This is an optimization exercise on Yosys and OpenROAD, whose aim is small area, not a production implementation. Where RTL was checked, it was by simulation tests only, not by an equivalence proof against the original.

==> 11-14 <==
==> flow/design.v <==
module linebuffer #(
  parameter int DATA_W     = 8,
  parameter int KERNEL_W   = 3,
  parameter int RESOLUTION = 512
) (
  input  logic              clk_i,
  input  logic              arst_n_i,
  input  logic [DATA_W-1:0] data_i,
  input  logic              wr_valid_i,
  output logic [KERNEL_W-1:0][DATA_W-1:0] data_o,
  input  logic              rd_valid_i
);
  localparam int PTR_W = $clog2(RESOLUTION);
  localparam int IDX_W = PTR_W + 1;
  localparam logic [PTR_W-1:0] LAST_ADDR = PTR_W'(RESOLUTION - 1);
  localparam logic [IDX_W-1:0] DEPTH     = IDX_W'(RESOLUTION);
  logic [DATA_W-1:0] mem [RESOLUTION];
  logic [PTR_W-1:0]  wr_ptr;
  logic [PTR_W-1:0]  rd_ptr;
  logic [IDX_W-1:0]  win_idx;
  always_ff @(posedge clk_i or negedge arst_n_i) begin
    if (!arst_n_i) begin
      wr_ptr <= '0;
      for (int i = 0; i < RESOLUTION; i++) begin
        mem[i] <= '0;
      end
    end else if (wr_valid_i) begin
      mem[wr_ptr] <= data_i;
      wr_ptr      <= (wr_ptr == LAST_ADDR) ? '0 : wr_ptr + 1'b1;
    end
  end
  always_ff @(posedge clk_i or negedge arst_n_i) begin
    if (!arst_n_i) begin
      rd_ptr <= '0;
    end else if (rd_valid_i) begin
      rd_ptr <= (rd_ptr == LAST_ADDR) ? '0 : rd_ptr + 1'b1;
    end
  end
  always_comb begin
    win_idx = '0;
    for (int k = 0; k < KERNEL_W; k++) begin
      win_idx = {1'b0, rd_ptr} + IDX_W'(k);
      if (win_idx >= DEPTH) begin
        win_idx = win_idx - DEPTH;
      end
      data_o[k] = mem[win_idx[PTR_W-1:0]];
    end
  end
endmodule
module linebuffer_top (
  input  logic        clk_i,
  input  logic        arst_n_i,
  input  logic [7:0]  data_i,
  input  logic        wr_valid_i,
  input  logic        rd_valid_i,
  output logic [23:0] data_o
);
  logic [2:0][7:0] win;
  linebuffer #(
    .DATA_W    (8),
    .KERNEL_W  (3),
    .RESOLUTION(64)
  ) u_lb (
    .clk_i     (clk_i),
    .arst_n_i  (arst_n_i),
    .data_i    (data_i),
    .wr_valid_i(wr_valid_i),
    .data_o    (win),
    .rd_valid_i(rd_valid_i)
  );
  assign data_o = win;
endmodule
==> flow/run.sh <==
#!/bin/bash
# synth_recipe.tcl (not shown) runs the flow's synth.tcl, then flattens the netlist and writes it again
# the make line also repeats each setting of config.mk as NAME=value (left out here)
make -C /OpenROAD-flow-scripts/flow DESIGN_CONFIG=/design/flow/config.mk WORK_HOME=/design/flow/orfs CLKGATE_MAP_FILE= SYNTH_SCRIPT=/design/flow/synth_recipe.tcl finish
==> flow/config.mk <==
export PLATFORM = sky130hd
export DESIGN_NAME = linebuffer_top
export DESIGN_NICKNAME = linebuffer_top
export VERILOG_FILES = /design/flow/design.v
export SDC_FILE = /design/flow/constraint.sdc
export NUM_CORES = 8
export LEC_CHECK = 0
export CAP_MARGIN = 20
export CORE_MARGIN = 2
export CORE_UTILIZATION = 22
export SLEW_MARGIN = 20
==> flow/constraint.sdc <==
create_clock -name core_clock -period 10.0 [get_ports {clk_i}]
set_input_delay 2.0000 -clock core_clock [delete_from_list [all_inputs] [get_ports {clk_i}]]
set_output_delay 2.0000 -clock core_clock [all_outputs]
set_load 0.01 [all_outputs]
==> 05-04 (differences from 11-14) <==
==> flow/design.v (replaced) <==
module linebuffer #(
  parameter int DATA_W     = 8,
  parameter int KERNEL_W   = 3,
  parameter int RESOLUTION = 64
) (
  input  logic              clk_i,
  input  logic              arst_n_i,
  input  logic [DATA_W-1:0] data_i,
  input  logic              wr_valid_i,
  output logic [KERNEL_W-1:0][DATA_W-1:0] data_o,
  input  logic              rd_valid_i
);
  localparam int PTR_W = $clog2(RESOLUTION);
  localparam int NGRP  = (RESOLUTION + 2) / 3;    
  logic [DATA_W-1:0] mem [RESOLUTION];
  logic [PTR_W-1:0]  wr_ptr;
  logic [PTR_W-1:0]  ahead_ptr;    
  logic              wrapped;      
  logic [KERNEL_W-1:0][DATA_W-1:0] win;
  logic [KERNEL_W-1:0][DATA_W-1:0] win_nxt;
  always_ff @(posedge clk_i) begin
    if (wr_valid_i) begin
      mem[wr_ptr] <= data_i;
    end
  end
  always_ff @(posedge clk_i or negedge arst_n_i) begin
    if (!arst_n_i) begin
      wr_ptr  <= '0;
      wrapped <= 1'b0;
    end else if (wr_valid_i) begin
      wr_ptr <= wr_ptr + 1'b1;
      if (&wr_ptr) begin
        wrapped <= 1'b1;
      end
    end
  end
  always_ff @(posedge clk_i or negedge arst_n_i) begin
    if (!arst_n_i) begin
      ahead_ptr <= PTR_W'(KERNEL_W);
    end else if (rd_valid_i) begin
      ahead_ptr <= ahead_ptr + 1'b1;
    end
  end
  logic [PTR_W-1:0] wr_dist;       
  logic [KERNEL_W:0] hit;          
  logic              ahead_valid;
  assign wr_dist = wr_ptr - ahead_ptr;
  always_comb begin
    for (int k = 0; k <= KERNEL_W; k++) begin
      hit[k] = wr_valid_i && (wr_dist == PTR_W'(k - KERNEL_W));
    end
  end
  assign ahead_valid = wrapped || (ahead_ptr < wr_ptr);
  logic [KERNEL_W-1:0] sel_hold, sel_shift, sel_load;
  always_comb begin
    for (int k = 0; k < KERNEL_W; k++) begin
      sel_hold[k]  = !rd_valid_i && !hit[k];
      sel_shift[k] = rd_valid_i && !hit[k+1];
      sel_load[k]  = rd_valid_i ? hit[k+1] : hit[k];
    end
  end
  logic [RESOLUTION-1:0] rd_sel;
  always_comb begin
    for (int i = 0; i < RESOLUTION; i++) begin
      rd_sel[i] = (ahead_ptr == PTR_W'(i)) && ahead_valid && sel_shift[KERNEL_W-1];
    end
  end
  for (genvar b = 0; b < DATA_W; b++) begin : g_bit
    for (genvar k = 0; k < KERNEL_W - 1; k++) begin : g_win
      logic n;
      lb_aoi222 u_aoi (
        .a_i({win[k][b], win[k+1][b], data_i[b]}),
        .b_i({sel_hold[k], sel_shift[k], sel_load[k]}),
        .y_o(n)
      );
      assign win_nxt[k][b] = ~n;
    end
    logic [3*NGRP-1:0] cand, csel;
    logic [NGRP-1:0]   n;
    for (genvar i = 0; i < RESOLUTION; i++) begin : g_cand
      assign cand[i] = mem[i][b];
      assign csel[i] = rd_sel[i];
    end
    assign cand[RESOLUTION]     = win[KERNEL_W-1][b];
    assign csel[RESOLUTION]     = sel_hold[KERNEL_W-1];
    assign cand[RESOLUTION + 1] = data_i[b];
    assign csel[RESOLUTION + 1] = sel_load[KERNEL_W-1];
    for (genvar i = RESOLUTION + 2; i < 3*NGRP; i++) begin : g_pad
      assign cand[i] = 1'b0;
      assign csel[i] = 1'b0;
    end
    for (genvar g = 0; g < NGRP; g++) begin : g_grp
      lb_aoi222 u_aoi (.a_i(cand[3*g +: 3]), .b_i(csel[3*g +: 3]), .y_o(n[g]));
    end
    assign win_nxt[KERNEL_W-1][b] = ~&n;
  end
  always_ff @(posedge clk_i or negedge arst_n_i) begin
    if (!arst_n_i) begin
      win <= '0;
    end else begin
      win <= win_nxt;
    end
  end
  assign data_o = win;
endmodule
module lb_aoi222 (
  input  logic [2:0] a_i,
  input  logic [2:0] b_i,
  output logic       y_o
);
  assign y_o = ~|(a_i & b_i);
endmodule
module linebuffer_top (
  input  logic        clk_i,
  input  logic        arst_n_i,
  input  logic [7:0]  data_i,
  input  logic        wr_valid_i,
  input  logic        rd_valid_i,
  output logic [23:0] data_o
);
  logic [2:0][7:0] win;
  linebuffer #(
    .DATA_W    (8),
    .KERNEL_W  (3),
    .RESOLUTION(64)
  ) u_lb (
    .clk_i     (clk_i),
    .arst_n_i  (arst_n_i),
    .data_i    (data_i),
    .wr_valid_i(wr_valid_i),
    .data_o    (win),
    .rd_valid_i(rd_valid_i)
  );
  assign data_o = win;
endmodule
Settings changed: CORE_UTILIZATION 22 to 65, SYNTH_HIERARCHICAL set to 1.
==> results.cfg <==
[run_status]
run_status = finished clean

[power]
internal_power_mw = 6.13
power.combinational.fraction = 0.484

[global_routing]
number_of_global_route_vias_before_repair = 32700
global_route_usage_sum = 0.366

[finish]
seq_cells = 524
multi_input_area_share = 0.477
dominant_cells = multi-input gates
final_nets = 3180

[min_path]
hold_depth = 1

[place]
detailedPlace.worstSlack_ps = 2740

[synthesis]
sequential_fraction_of_the_synthesis_area = 0.412
the above is filed under 11-14

==> results.cfg <==
[power]
internal_power_mw = 3.99
power.combinational.fraction = 0.189

[synthesis]
sequential_fraction_of_the_synthesis_area = 0.794

[run_status]
run_status = finished clean

[place]
detailedPlace.worstSlack_ps = 4100

[global_routing]
global_route_usage_sum = 0.330

[finish]
final_nets = 1266

[min_path]
hold_depth = 2
the above is filed under 05-04

For 11-14, only the layout was checked, not whether the RTL still works.

-- afterwards: timing with drivers on the ports --
The results above use ideal ports. As a check the final layouts listed here were re-extracted and re-timed, cells and wires unchanged.
Step 1 sets driving cells, clkbuf_16 on the clock port and buf_2 on the other inputs (assumed; they add their load-dependent delay and slew).
Step 2 moves the port delays by t, midway between the first and last clock arrival at a register: inputs arrive t later, outputs are due t later. That takes back most of the time a late clock gives input paths.
Three values: no drivers, after step 1, after step 2; two values: the first two.
run	t, ns	slack for setup (ns)	worst hold slack (ns)	pins driven straight from the clock port
11-14	0.771	1.628 / 1.552 / 2.323	0.543 / 0.543 / 0.543	1
05-04	0.627	4.472 / 4.502 / 3.875	0.491 / 0.491 / 0.491	1
After both steps every run listed still meets setup and hold. For 05-04, which loses most, drivers alone change the setup slack by +0.030 ns; drivers and shift together by -0.597 ns.
